Source: an optimization exercise on an open RTL-to-GDS flow (aim: small area and a short achievable clock period). Production flows keep margins and buffers that such runs may drop. In this exercise RTL edits were held to simulation tests only and were not proved equivalent to the original. No activity file was given, so power comes from the tool's default toggle rates.

## job 1674
## data_mem_responder
module data_mem_responder (
    input  logic        clk,
    input  logic        reset,
    input  logic        req_valid,
    output logic        req_ready,
    input  logic        req_write,
    input  logic [1:0]  req_size,
    input  logic        req_signed,
    input  logic [7:0]  req_addr,
    input  logic [31:0] req_wdata,
    output logic        rsp_valid,
    input  logic        rsp_ready,
    output logic [31:0] rsp_rdata,
    output logic        rsp_err
);
For scale: about 4200 cells after synthesis, roughly 83 I/O pins.
export LEC_CHECK = 0
export CAP_MARGIN = 20
export CORE_MARGIN = 2
export CORE_UTILIZATION = 55
export CTS_CLUSTER_DIAMETER = 90
export CTS_CLUSTER_SIZE = 25
export SETUP_SLACK_MARGIN = 3.4
export SLEW_MARGIN = 20
export SYNTH_HIERARCHICAL = 1
create_clock -name core_clock -period 5.5 [get_ports {clk}]
standard.sh (not shown) runs the stock make flow with config.mk's settings and CLKGATE_MAP_FILE= SYNTH_SCRIPT=/design/flow/synth_recipe.tcl, a recipe that flattens the netlist after the stock synthesis.
==> flow/flow/run.sh <==
#!/bin/bash
# Own layout flow: the standard flow (standard.sh, which runs the standard
# synthesis unchanged) with these changes:
#  - pre_floorplan.tcl, run right after the synthesized netlist is loaded, sets
#    the single-gate modules' cells (memory write ports, load taps) back to drive
#    strength 1; Yosys/ABC upsizes each such module as if it were critical.
#    Timing repair later upsizes any that need it.
#  - the buffers ABC inserted are removed at floorplan (REMOVE_ABC_BUFFERS);
#    repair_design buffers high-fanout nets again as placement requires.
#  - port buffers are plain buffers (buf_2) instead of the delay cell that
#    buffer_ports otherwise picks.
# The make output goes to orfs_make.log here; each ORFS step logs under orfs/logs.
set -euo pipefail
here=$(pwd)
bash standard.sh finish \
  PRE_FLOORPLAN_TCL="$here/flow/pre_floorplan.tcl" \
  REMOVE_ABC_BUFFERS=1 \
  "BUFFER_PORTS_ARGS=-buffer_cell sky130_fd_sc_hd__buf_2" \
  > "$here/orfs_make.log" 2>&1
==> flow/flow/pre_floorplan.tcl <==
# Runs inside ORFS floorplan.tcl right after the synthesized netlist is loaded.
# Yosys/ABC maps each single-gate module on its own and upsizes it as if it were
# critical; put those gates (the memory write ports and load taps) back to drive
# strength 1. Timing repair later upsizes any that need it.
set db [ord::get_db]
set block [ord::get_db_block]
set n 0
foreach inst [$block getInsts] {
  set m [[$inst getMaster] getName]
  if { [regexp {^(sky130_fd_sc_hd__(o22ai|a22oi))_[248]$} $m -> base] } {
    set small [$db findMaster ${base}_1]
    if { $small != "NULL" } {
      $inst swapMaster $small
      incr n
    }
  }
}
puts "pre_floorplan: set $n cells to drive strength 1"
What job 5429 does differently from job 1674 at the input level:
- CTS_CLUSTER_SIZE changed from 25 to 20
- CTS_CLUSTER_DIAMETER changed from 90 to 60
diff --git a/flow/flow/run.sh b/flow/flow/run.sh
--- a/flow/flow/run.sh
+++ b/flow/flow/run.sh
@@ -11,0 +12 @@
+#  - io.tcl puts all pins on the top edge (IO_CONSTRAINTS).
@@ -17,0 +19 @@
+  IO_CONSTRAINTS="$here/flow/io.tcl" \
==> flow/flow/io.tcl (new file) <==
# Pin constraints (sourced by ORFS floorplan.tcl through IO_CONSTRAINTS): all
# ports on the top edge, so the request latch, the response registers and the
# control sit together near their pins instead of in the middle of the die.
set_io_pin_constraint -pin_names [concat [get_ports req_*] [get_ports rsp_*] [get_ports reset] [get_ports clk]] -region top:*
Job 5429 did not stop at any stage, and its layout met the timing, DRC and antenna checks. Job 1674 has a higher total wirelength of the detailed-routed design than job 5429. The relative slew slack number comes out higher for job 1674 vs job 5429. Relative to job 1674, power consumed by combinational cells has gone up in job 5429. | smallest hold slack | job 1674 vs job 5429 | ≈ equal |. Relative to job 1674, job 5429 improves final period demand of the worst path. Comparing design area for job 5429 and job 1674, the bigger number came from job 5429. On combinational cell fraction of total power, job 1674 tracks job 5429 almost exactly. Taking job 1674 as the reference, in job 5429 final net count increased 1.1%, power increased about 7.4%, multi-input combinational gate total essentially unchanged, antenna diode instance count decreased 1.
Here is what was changed in the inputs of job 5984 compared with job 5429.
- changing CTS_CLUSTER_DIAMETER from 60 to 80
- changing CTS_CLUSTER_SIZE from 20 to 28
Both conditions hold for job 5984: the flow ran to the end and the final layout passed the timing, DRC and antenna checks.
Between job 5984 and job 5429, the number of non-clock buffers is higher for job 5429.
Relative to job 5429, register-to-register slack has gone up in job 5984.
Residual DRC count came out exactly the same in job 5984 and job 5429.
#### Input delta (job 2287 over job 5984)
- CTS_CLUSTER_SIZE changed from 28 to 30
### Flow results
- Looking at the reports, job 2287 completed the entire flow and the layout it produced met the timing, DRC and antenna checks.
- Delta (job 2287 minus job 5984): placed wire-length estimate after detailed placement flat; clock distribution area overhead in the final layout shows a reduction of 0.23 points; clock-buffer cell count lost 7.
- Taking job 5984 as the reference, in job 2287 global-route wire length before repair ~0 delta, setup slack went up, final non-filler cell area stayed essentially flat.
- Job 2287: net switching power figure is about 0.8% lower than what job 5984 reported.
- Re number of antenna repair diodes: job 2287 is 1 up on job 5984.
- On part of the total power dissipated in combinational logic, job 5984 tracks job 2287 almost exactly.


sierra:
The RTL this note starts from:
==> flow/design.v <==
package data_mem_responder_pkg;
    localparam logic [1:0] SZ_BYTE = 2'b00;
    localparam logic [1:0] SZ_HALF = 2'b01;
    localparam logic [1:0] SZ_WORD = 2'b10;
endpackage
module data_mem_responder_lane_align
(
    input  logic [31:0] word,
    input  logic [1:0]  addr,
    input  logic [1:0]  size,
    input  logic        sign_ext,
    input  logic        zero,
    output logic [31:0] load_ext
);
    logic [7:0] b0;
    logic [7:0] b1;
    logic       sgn;
    logic       is_byte;
    logic       is_word;
    always_comb begin
        is_byte = (size == 2'b00);
        is_word = (size == 2'b10);
        unique case (addr)
            2'b00: b0 = word[7:0];
            2'b01: b0 = word[15:8];
            2'b10: b0 = word[23:16];
            default: b0 = word[31:24];
        endcase
        b1  = addr[1] ? word[31:24] : word[15:8];
        sgn = sign_ext & (is_byte ? b0[7] : b1[7]);
        if (zero) begin
            load_ext = 32'h0;
        end else if (is_word) begin
            load_ext = word;
        end else if (is_byte) begin
            load_ext = {{24{sgn}}, b0};
        end else begin
            load_ext = {{16{sgn}}, b1, b0};
        end
    end
endmodule
module dmr_wport (
    input  logic [7:0] d,
    input  logic [7:0] p,
    input  logic       s,
    input  logic       sn,
    output logic [7:0] y
);
    assign y = ~((d | {8{sn}}) & (p | {8{s}}));
endmodule
module dmr_aoi222 (
    input  logic a0, b0, a1, b1, a2, b2,
    output logic y
);
    assign y = ~((a0 & b0) | (a1 & b1) | (a2 & b2));
endmodule
module dmr_aoi22 (
    input  logic a0, b0, a1, b1,
    output logic y
);
    assign y = ~((a0 & b0) | (a1 & b1));
endmodule
module dmr_nand4 (
    input  logic a, b, c, d,
    output logic y
);
    assign y = ~(a & b & c & d);
endmodule
module dmr_nand3 (
    input  logic a, b, c,
    output logic y
);
    assign y = ~(a & b & c);
endmodule
module dmr_nor3 (
    input  logic a, b, c,
    output logic y
);
    assign y = ~(a | b | c);
endmodule
module dmr_hold #(
    parameter int W = 1
) (
    input  logic [W-1:0] a,
    input  logic         sa,
    input  logic [W-1:0] b,
    input  logic         sb,
    input  logic [W-1:0] q,
    output logic [W-1:0] y
);
    assign y = sa ? a : (sb ? b : q);
endmodule
module data_mem_responder (
    input  logic        clk,
    input  logic        reset,
    input  logic        req_valid,
    output logic        req_ready,
    input  logic        req_write,
    input  logic [1:0]  req_size,
    input  logic        req_signed,
    input  logic [7:0]  req_addr,
    input  logic [31:0] req_wdata,
    output logic        rsp_valid,
    input  logic        rsp_ready,
    output logic [31:0] rsp_rdata,
    output logic        rsp_err
);
    logic        lat_write;
    logic [1:0]  lat_size;
    logic        lat_signed;
    logic [7:0]  lat_addr;
    logic [31:0] lat_wdata;
    logic        cap_first;      
    logic        cap_inv;        
    logic        ph1, ph2, ph3;
    logic        idle;
    logic        rvld;
    logic [2:0]  t;
    logic        pend;
    logic [31:0] sdata;
    logic [3:0]  smask;
    logic [3:0]  sring;
    logic [1:0]  sslot;
    logic [3:0]  wmask;
    logic        wpol;
    logic        fwd;            
    logic [31:0] q0 [16];
    logic [31:0] q1 [16];
    logic [31:0] q2 [16];
    logic [31:0] q3 [16];
    logic        misaligned;
    logic        cap;
    logic        wr_now;
    logic        commit;
    logic [31:0] lane_data;
    logic [3:0]  lane_mask;
    logic [31:0] load_ext;
    always_comb begin
        unique case (lat_size)
            data_mem_responder_pkg::SZ_BYTE: misaligned = 1'b0;
            data_mem_responder_pkg::SZ_HALF: misaligned = lat_addr[0];
            data_mem_responder_pkg::SZ_WORD: misaligned = (lat_addr[1:0] != 2'b00);
            default: misaligned = 1'b1;
        endcase
    end
    logic [2:0]  u0;
    logic [2:0]  uc;
    logic [31:0] oh;
    logic [31:0] oh_d;
    logic [31:0] tap_n;
    assign u0 = 3'(req_addr[3:2]) + t + 3'd1;
    assign uc = u0 + 3'(u0[0]);
    always_comb begin
        for (int i = 0; i < 32; i++) oh_d[i] = ({req_addr[7:4], uc[1]} == 5'(i));
    end
    logic [31:0] tp [32];
    always_comb begin
        for (int r = 0; r < 16; r++) begin
            tp[2*r]   = q0[r];
            tp[2*r+1] = q2[r];
        end
    end
    for (genvar j = 0; j < 32; j++) begin : g_rd
        logic [10:0] g;
        logic [2:0]  h;
        for (genvar k = 0; k < 10; k++) begin : g_a
            dmr_aoi222 u_a (
                .a0(tp[3*k][j]),   .b0(oh[3*k]),
                .a1(tp[3*k+1][j]), .b1(oh[3*k+1]),
                .a2(tp[3*k+2][j]), .b2(oh[3*k+2]),
                .y (g[k])
            );
        end
        dmr_aoi22 u_b (.a0(tp[30][j]), .b0(oh[30]), .a1(tp[31][j]), .b1(oh[31]), .y(g[10]));
        dmr_nand4 u_h0 (.a(g[0]), .b(g[1]), .c(g[2]),  .d(g[3]), .y(h[0]));
        dmr_nand4 u_h1 (.a(g[4]), .b(g[5]), .c(g[6]),  .d(g[7]), .y(h[1]));
        dmr_nand3 u_h2 (.a(g[8]), .b(g[9]), .c(g[10]),           .y(h[2]));
        dmr_nor3  u_o  (.a(h[0]), .b(h[1]), .c(h[2]), .y(tap_n[j]));
    end
    assign cap    = ((ph1 & cap_first) | (ph2 & ~cap_first)) & ~lat_write;
    assign commit = ph3 & ~reset & lat_write & ~misaligned;
    assign wr_now = |wmask;
    always_comb begin
        lane_data[7:0]   = lat_wdata[7:0];
        lane_data[15:8]  = (lat_size == data_mem_responder_pkg::SZ_BYTE) ? lat_wdata[7:0] : lat_wdata[15:8];
        lane_data[23:16] = (lat_size == data_mem_responder_pkg::SZ_WORD) ? lat_wdata[23:16] : lat_wdata[7:0];
        lane_data[31:24] = (lat_size == data_mem_responder_pkg::SZ_WORD) ? lat_wdata[31:24] :
                           (lat_size == data_mem_responder_pkg::SZ_HALF) ? lat_wdata[15:8] : lat_wdata[7:0];
        unique case (lat_size)
            data_mem_responder_pkg::SZ_BYTE: lane_mask = 4'b0001 << lat_addr[1:0];
            data_mem_responder_pkg::SZ_HALF: lane_mask = lat_addr[1] ? 4'b1100 : 4'b0011;
            default:                         lane_mask = 4'b1111;
        endcase
    end
    logic [31:0] word;
    always_comb begin
        word = lat_wdata ^ {32{cap_inv}};
        for (int b = 0; b < 4; b++) begin
            if (fwd && smask[b]) word[8*b +: 8] = sdata[8*b +: 8];
        end
    end
    data_mem_responder_lane_align u_lane_align (
        .word     (word),
        .addr     (lat_addr[1:0]),
        .size     (lat_size),
        .sign_ext (lat_signed),
        .zero     (lat_write | misaligned),
        .load_ext (load_ext)
    );
    always_ff @(posedge clk) begin
        if (reset) begin
            idle      <= 1'b1;
            rvld      <= 1'b0;
            req_ready <= 1'b1;
            rsp_valid <= 1'b0;
            ph1       <= 1'b0;
            ph2       <= 1'b0;
            ph3       <= 1'b0;
        end else begin
            idle      <= (idle & ~req_valid) | (rvld & rsp_ready);
            rvld      <= ph3 | (rvld & ~rsp_ready);
            req_ready <= (req_ready & ~req_valid) | (rsp_valid & rsp_ready);
            rsp_valid <= ph3 | (rsp_valid & ~rsp_ready);
            ph1       <= idle & req_valid;
            ph2       <= ph1;
            ph3       <= ph2;
        end
    end
    logic       pend_n;
    logic [1:0] slot_n;
    logic [3:0] mask_n;
    logic [2:0] uw;
    assign pend_n = (pend & ~wr_now) | commit;
    assign slot_n = commit ? lat_addr[3:2] : sslot;
    assign mask_n = commit ? lane_mask : smask;
    assign uw     = 3'(slot_n) + t + 3'd1;
    always_ff @(posedge clk) begin
        pend  <= pend_n;
        wmask <= {4{pend_n & (uw[1:0] == 2'd3)}} & mask_n;
        wpol  <= ~(uw[2] ^ (uw[1:0] == 2'd3));
        t     <= t + 3'd1;
        if (commit) begin
            sdata <= lane_data;
            smask <= lane_mask;
            sring <= lat_addr[7:4];
            sslot <= lat_addr[3:2];
        end
    end
    always_ff @(posedge clk) begin
        rsp_rdata <= load_ext;
        rsp_err   <= misaligned;
    end
    always_ff @(posedge clk) begin
        if (idle) begin
            cap_first  <= ~u0[0];
            cap_inv    <= ~uc[2];        
            fwd        <= 1'b0;
            lat_write  <= req_write;
            lat_size   <= req_size;
            lat_signed <= req_signed;
            lat_addr   <= req_addr;
        end else if (cap) begin
            fwd        <= pend & (sring == lat_addr[7:4]) & (sslot == lat_addr[3:2]);
        end
    end
    logic [31:0] oh_nxt;
    logic [31:0] wdata_nxt;
    dmr_hold #(.W(32)) u_oh_nxt (
        .a(oh_d), .sa(idle), .b(oh_d), .sb(1'b0), .q(oh), .y(oh_nxt)
    );
    dmr_hold #(.W(32)) u_wdata_nxt (
        .a(tap_n), .sa(cap), .b(req_wdata), .sb(idle), .q(lat_wdata), .y(wdata_nxt)
    );
    always_ff @(posedge clk) begin
        oh        <= oh_nxt;
        lat_wdata <= wdata_nxt;
    end
    logic [31:0] wdat;
    logic [15:0] wring;
    assign wdat = sdata ^ {32{wpol}};
    always_comb begin
        for (int r = 0; r < 16; r++) wring[r] = (sring == 4'(r));
    end
    for (genvar r = 0; r < 16; r++) begin : g_ring
        for (genvar b = 0; b < 4; b++) begin : g_lane
            logic       s;
            logic [7:0] nxt;
            assign s = wring[r] & wmask[b];
            dmr_wport u_w (
                .d (wdat[8*b +: 8]),
                .p (q3[r][8*b +: 8]),
                .s (s),
                .sn(~s),
                .y (nxt)
            );
            always_ff @(posedge clk) begin
                q0[r][8*b +: 8] <= nxt;
            end
        end
        always_ff @(posedge clk) begin
            q1[r] <= q0[r];
            q2[r] <= q1[r];
            q3[r] <= q2[r];
        end
    end
endmodule
Settings: LEC_CHECK=0, CAP_MARGIN=20, CORE_MARGIN=2, CORE_UTILIZATION=55, CTS_BUF_LIST=sky130_fd_sc_hd__clkbuf_8 sky130_fd_sc_hd__clkbuf_16, CTS_CLUSTER_DIAMETER=90, CTS_CLUSTER_SIZE=25, SETUP_SLACK_MARGIN=3.4, SLEW_MARGIN=20, SYNTH_HIERARCHICAL=1; clock period 5.5 ns.
==> flow/flow/run.sh <==
#!/bin/bash
# Own layout flow: the standard flow (standard.sh, which runs the standard
# synthesis unchanged) with these changes:
#  - pre_floorplan.tcl, run right after the synthesized netlist is loaded, sets
#    the single-gate modules' cells (memory write ports, load taps) back to drive
#    strength 1; Yosys/ABC upsizes each such module as if it were critical.
#    Timing repair later upsizes any that need it.
#  - the buffers ABC inserted are removed at floorplan (REMOVE_ABC_BUFFERS);
#    repair_design buffers high-fanout nets again as placement requires.
#  - port buffers are plain buffers (buf_2) instead of the delay cell that
#    buffer_ports otherwise picks.
#  - io.tcl puts all pins on the top edge (IO_CONSTRAINTS).
# The make output goes to orfs_make.log here; each ORFS step logs under orfs/logs.
set -euo pipefail
here=$(pwd)
bash standard.sh finish \
  PRE_FLOORPLAN_TCL="$here/flow/pre_floorplan.tcl" \
  REMOVE_ABC_BUFFERS=1 \
  IO_CONSTRAINTS="$here/flow/io.tcl" \
  "BUFFER_PORTS_ARGS=-buffer_cell sky130_fd_sc_hd__buf_2" \
  > "$here/orfs_make.log" 2>&1
==> flow/flow/io.tcl <==
# Pin constraints (sourced by ORFS floorplan.tcl through IO_CONSTRAINTS): all
# ports on the top edge, so the request latch, the response registers and the
# control sit together near their pins instead of in the middle of the die.
set_io_pin_constraint -pin_names [concat [get_ports req_*] [get_ports rsp_*] [get_ports reset] [get_ports clk]] -region top:*
Scripts as last shown in full above: flow/flow/pre_floorplan.tcl
sierra finished end to end and its layout was clean on timing, DRC and antenna.
#### Input delta (tundra over sierra)
Settings: swapping 90 for 80 in CTS_CLUSTER_DIAMETER; swapping 25 for 30 in CTS_CLUSTER_SIZE; swapping 55 for 58 in CORE_UTILIZATION; clearing CTS_BUF_LIST, which used to be sky130_fd_sc_hd__clkbuf_8 sky130_fd_sc_hd__clkbuf_16.
[summary]
On register fraction of the total cell area, tundra and sierra are neck and neck. Across both runs, first-pass detailed-route iteration total was lower for tundra than for sierra. sierra reports its highest layer used for signal routing as met4 while tundra reports met5. The setup slack of tundra is larger than that of sierra.
Inputs modified between tundra and ember:
Settings: CTS_CLUSTER_SIZE: 30 -> 25; CTS_CLUSTER_DIAMETER: 80 -> 90; SETUP_SLACK_MARGIN: 3.4 -> 3.2; CORE_UTILIZATION: 58 -> 55.
--- a/flow/flow/run.sh
+++ b/flow/flow/run.sh
@@ -11,3 +11,2 @@
 #    buffer_ports otherwise picks.
-#  - io.tcl puts all pins on the top edge (IO_CONSTRAINTS).
 # The make output goes to orfs_make.log here; each ORFS step logs under orfs/logs.
@@ -18,3 +17,2 @@
   REMOVE_ABC_BUFFERS=1 \
-  IO_CONSTRAINTS="$here/flow/io.tcl" \
   "BUFFER_PORTS_ARGS=-buffer_cell sky130_fd_sc_hd__buf_2" \
removed: flow/flow/io.tcl
## What came out
Comparing arrival time of the worst setup path for ember and tundra, the smaller number came from tundra.
NOTE: final setup skew in ember exceeds that of tundra
ember ended with more biggest cell delay along the critical path than tundra.
Run comparison: ember critical path's slowest cell sky130_fd_sc_hd__dfxtp_4; tundra critical path's slowest cell sky130_fd_sc_hd__dfxtp_2
For tundra, the timing endpoint of the critical path was req_ready, unlike ember, where it was rsp_rdata[5].
ember: wire length of the first global-routing pass 1.1% above tundra
| switching share of power | lower: ember |
Going from tundra to ember, shortest period the worst path allows rose 0.12 ns, wire length rose about 1.1%, share of total power in the clock network rose 1.3 points, fmax fell 5.0%.

[port drivers added, routing unchanged]
In the flow no input, the clock included, has a driving cell. The finished layouts below were timed again as built, in two steps. Step 1 assumes that a clkbuf_16 drives the clock port and a buf_2 every other input. Step 2 moves the port delays by t, midway between the first and last clock arrival at a register: inputs arrive t later, outputs are due t later. That takes back most of the time a late clock gives input paths. Three values: ideal ports, drivers, drivers and shift; two values: the first two.
run	shift t [ns]	slack for setup (ns)	worst hold slack (ns)	clock arrival spread, ns	worst slew at a driven data input, ns
job 1674	0.788	3.124 / 3.050 / 2.502	0.319 / 0.319 / 0.319	0.043 / 0.043	0.10
job 5429	0.819	3.207 / 3.128 / 2.532	0.319 / 0.319 / 0.319	0.032 / 0.033	0.11
job 5984	0.774	3.228 / 3.154 / 2.544	0.323 / 0.323 / 0.323	0.025 / 0.025	0.12
job 2287	0.759	3.250 / 3.181 / 2.573	0.321 / 0.321 / 0.321	0.030 / 0.030	0.12
sierra	0.791	3.206 / 3.133 / 2.534	0.320 / 0.320 / 0.320	0.032 / 0.032	0.11
tundra	0.777	3.236 / 3.160 / 2.561	0.320 / 0.320 / 0.320	0.028 / 0.028	0.12
ember	0.787	3.117 / 3.043 / 2.516	0.316 / 0.316 / 0.316	0.048 / 0.048	0.10
After both steps every run listed still meets setup and hold. For job 5984, which loses most, drivers alone change the setup slack by -0.074 ns; drivers and shift together by -0.684 ns.
